This is an optimization exercise on Yosys and OpenROAD, whose aim is small area, not a production implementation. Only simulation tests tie the RTL to the original design; equivalence was not proved. No activity file was given, so power comes from the tool's default toggle rates.

## v17
Settings: LEC_CHECK=0, CAP_MARGIN=20, CORE_MARGIN=2, CORE_UTILIZATION=78, PLACE_DENSITY=0.86, SLEW_MARGIN=20, SYNTH_HIERARCHICAL=1; clock period 7.5 ns.
standard.sh (not shown) runs the stock make flow with config.mk's settings and CLKGATE_MAP_FILE= SYNTH_SCRIPT=/design/flow/synth_recipe.tcl, a recipe that flattens the netlist after the stock synthesis.
==> flow/flow/run.sh <==
#!/bin/bash
# Standard layout (the standard.sh) with these changes:
#  - after floorplan, logic gates start at their smallest drive (downsize.tcl);
#  - ports are buffered with buf_1 cells;
#  - CTS uses clkbuf_4 in small clusters and no dummy loads.
# make's output goes to flow_make.log; each ORFS step logs under orfs/logs/.
set -euo pipefail
here=$(cd "$(dirname "$0")" && pwd)
export POST_FLOORPLAN_TCL="$here/downsize.tcl"
export BUFFER_PORTS_ARGS="-buffer_cell sky130_fd_sc_hd__buf_1"
export CTS_ARGS="-sink_clustering_enable -repair_clock_nets -buf_list sky130_fd_sc_hd__clkbuf_4 -sink_clustering_size 10 -sink_clustering_max_diameter 50 -dont_use_dummy_load"
bash standard.sh > flow_make.log 2>&1
==> flow/flow/downsize.tcl <==
# Start every logic gate at its smallest drive strength (the _1 variant);
# placement, CTS and routing repair then upsize or buffer only what timing,
# slew or load need. Flip-flops and clock cells are left as they are.
set n 0
foreach inst [get_cells *] {
  set m [get_property $inst ref_name]
  if {[regexp {^sky130_fd_sc_hd__(\w+)_(\d+)$} $m -> base drv]} {
    if {$drv > 1 && ![regexp {^(df|edf|sdf|dl|clk|conb|tap|fill|decap)} $base]} {
      set target sky130_fd_sc_hd__${base}_1
      if {[llength [get_lib_cells -quiet */$target]]} {
        replace_cell $inst [get_lib_cells */$target]
        incr n
      }
    }
  }
}
puts "downsize.tcl: replaced $n cells by their _1 variant"
Edits applied to the flow inputs when going from v17 to v21:
--- a/flow/design.v
+++ b/flow/design.v
@@ -1,13 +1,13 @@
 package prog_loader_pkg;
     typedef enum logic [2:0] {
         IDLE = 3'd0,
         LEN  = 3'd1,
-        DATA = 3'd3,
-        CSUM = 3'd2,
-        DONE = 3'd6,
-        ERR  = 3'd4
+        DATA = 3'd2,
+        CSUM = 3'd3,
+        DONE = 3'd4,
+        ERR  = 3'd5
     } loader_state_t;
     localparam logic [7:0]  SYNC_BYTE = 8'hA5;
     localparam logic [31:0] NOP_INSTR = 32'hE1A00000;
 endpackage
 module pl_wbit (
v21 finished every step from synthesis to the final layout, and the layout passed the timing, DRC and antenna checks.
Looking at v21 and v17, the total core area is a wash.
Lower via count was reported by v17, not v21.
Summary of v21 over v17: mux share of post-synthesis cell area has remained practically unchanged, global-route usage moved up, clock period minus final worst setup slack fell by 0.043 ns.
| minimum setup slack in the final design | lower: v17 |
Compared with v17, v21 shows a higher routed wire length.
Area added between synthesis and finish of v17 is on par with v21.
v21 against v17: cell area now sits at about the same level; wire length of the first global-routing pass now sits higher; total power now sits lower; share of cell area taken by flip-flops and latches now sits at about the same level.

--- another note on this design; it stands on its own ---

Setup of the baseline:
==> flow/design.v (excerpt) <==
module prog_loader #(
    parameter int unsigned DEPTH = 64
) (
    input  logic        clk,
    input  logic        reset,
    input  logic [7:0]  rx_data,
    input  logic        rx_valid,
    input  logic [31:0] PC,
    output logic [31:0] Instruction,
    output logic        cpu_reset,
    output logic        loaded,
    output logic        load_error,
    output logic [7:0]  word_count
);
    localparam int unsigned AW = $clog2(DEPTH);
    prog_loader_pkg::loader_state_t state, next_state;
    logic [AW-1:0] n_words;
    logic [1:0]    byte_idx;
    logic [23:0]   pack;
    logic [23:0]   pack_nxt;
    logic [7:0]    csum;
    logic [AW:0]   wcnt;
    logic [AW:0]   wcnt_inc;
    logic          in_len, in_data;
    logic          word_done;
    logic          last_word;
    assign in_len    = rx_valid && (state == LEN);
    assign in_data   = rx_valid && (state == DATA);
    assign wcnt_inc  = wcnt + 1'b1;
    assign word_done = in_data && (byte_idx == 2'd3);
    assign last_word = (wcnt_inc[AW-1:0] == n_words);
    always_ff @(posedge clk or negedge reset) begin
        if (!reset) begin
            state <= IDLE;
        end else begin
            state <= next_state;
        end
    end
    always_comb begin
        next_state = state;
        if (rx_valid) begin
            case (state)
                IDLE: begin
                    if (rx_data == SYNC_BYTE) next_state = LEN;
                end
                LEN: begin
                    next_state = ((rx_data != 8'd0) && ({1'b0, rx_data} <= 9'(DEPTH))) ? DATA : ERR;
                end
                DATA: begin
                    if ((byte_idx == 2'd3) && last_word) begin
                        next_state = CSUM;
                    end
                end
                CSUM: begin
                    next_state = (rx_data == csum) ? DONE : ERR;
                end
                DONE, ERR: begin
  ...
For scale: roughly 2100 flip-flops, roughly 78000 µm² of cells after synthesis.
==> flow/config.mk <==
export PLATFORM = sky130hd
export DESIGN_NAME = prog_loader
export DESIGN_NICKNAME = prog_loader
export VERILOG_FILES = /design/flow/design.v
export SDC_FILE = /design/flow/constraint.sdc
export NUM_CORES = 4
export LEC_CHECK = 0
export CAP_MARGIN = 20
export CORE_MARGIN = 2
export CORE_UTILIZATION = 60
export CTS_BUF_LIST = sky130_fd_sc_hd__clkbuf_16
export CTS_CLUSTER_DIAMETER = 100
export CTS_CLUSTER_SIZE = 28
export PLACE_DENSITY = 0.75
export SLEW_MARGIN = 20
export SYNTH_HIERARCHICAL = 1
==> flow/constraint.sdc <==
create_clock -name core_clock -period 7.5 [get_ports {clk}]
set_input_delay 1.5000 -clock core_clock [delete_from_list [all_inputs] [get_ports {clk}]]
set_output_delay 1.5000 -clock core_clock [all_outputs]
set_load 0.01 [all_outputs]
standard.sh (not shown) runs the stock make flow with config.mk's settings and CLKGATE_MAP_FILE= SYNTH_SCRIPT=/design/flow/synth_recipe.tcl, a recipe that flattens the netlist after the stock synthesis.
==> flow/flow/run.sh <==
#!/bin/bash
# Standard layout with two changes: ports are buffered with buf_2 cells, and
# CTS does not insert dummy loads. The make output goes to flow_make.log and
# each ORFS step writes its own log under orfs/logs/.
set -euo pipefail
export BUFFER_PORTS_ARGS="-buffer_cell sky130_fd_sc_hd__buf_2"
export CTS_ARGS="-sink_clustering_enable -repair_clock_nets -buf_list sky130_fd_sc_hd__clkbuf_16 -sink_clustering_size 28 -sink_clustering_max_diameter 100 -dont_use_dummy_load"
bash standard.sh > flow_make.log 2>&1
## Diff of input files: the candidate against the baseline
==> flow/run.sh (new file) <==
#!/bin/bash
# synth_recipe.tcl (not shown) runs the flow's synth.tcl, then flattens the netlist and writes it again
# the make line also repeats each setting of config.mk as NAME=value (left out here)
make -C /OpenROAD-flow-scripts/flow DESIGN_CONFIG=/design/flow/config.mk WORK_HOME=/design/flow/orfs CLKGATE_MAP_FILE= SYNTH_SCRIPT=/design/flow/synth_recipe.tcl finish
removed: flow/flow/run.sh
removed: flow/standard.sh
Findings:
- Status | the candidate and the baseline | clean except the candidate
- The candidate vs. the baseline: setup violation total in the final timing report went up by 1.
- Relative to the baseline, the final cell area reported for the candidate is higher.
- Diff the baseline -> the candidate: total wire length now sits at about the same level, number of clock-tree buffers in the layout now sits higher.

## separate check: timing with driven ports
The flow's constraints put no driver on any port. The routed layouts listed below were extracted and timed again, unchanged, in two steps.
Step 1, drivers: a clkbuf_16 drives clk and a buf_2 each remaining input, both assumed.
Step 2 moves the port delays by t, midway between the first and last clock arrival at a register: inputs arrive t later, outputs are due t later. That takes back most of the time a late clock gives input paths.
Slacks: no drivers / after step 1 / after step 2; pairs: no drivers / after step 1.
| run | shift t [ns] | setup slack, ns | worst setup path at the end | worst data-port slew with drivers (ns) |
|---|---|---|---|---|
| v17 | 1.258 | 0.562 / 0.478 / 0.478 | input to output | 0.24 |
| v21 | 1.249 | 0.606 / 0.509 / 0.509 | input to output | 0.10 |
| the baseline | 0.777 | 0.436 / 0.337 / 0.337 | input to output | 0.15 |
| the candidate | 0.790 | -0.048 / -0.104 / -0.104 | input to output | 0.18 |
For the baseline, which loses most, drivers alone change the setup slack by -0.099 ns; drivers and shift together by -0.099 ns.
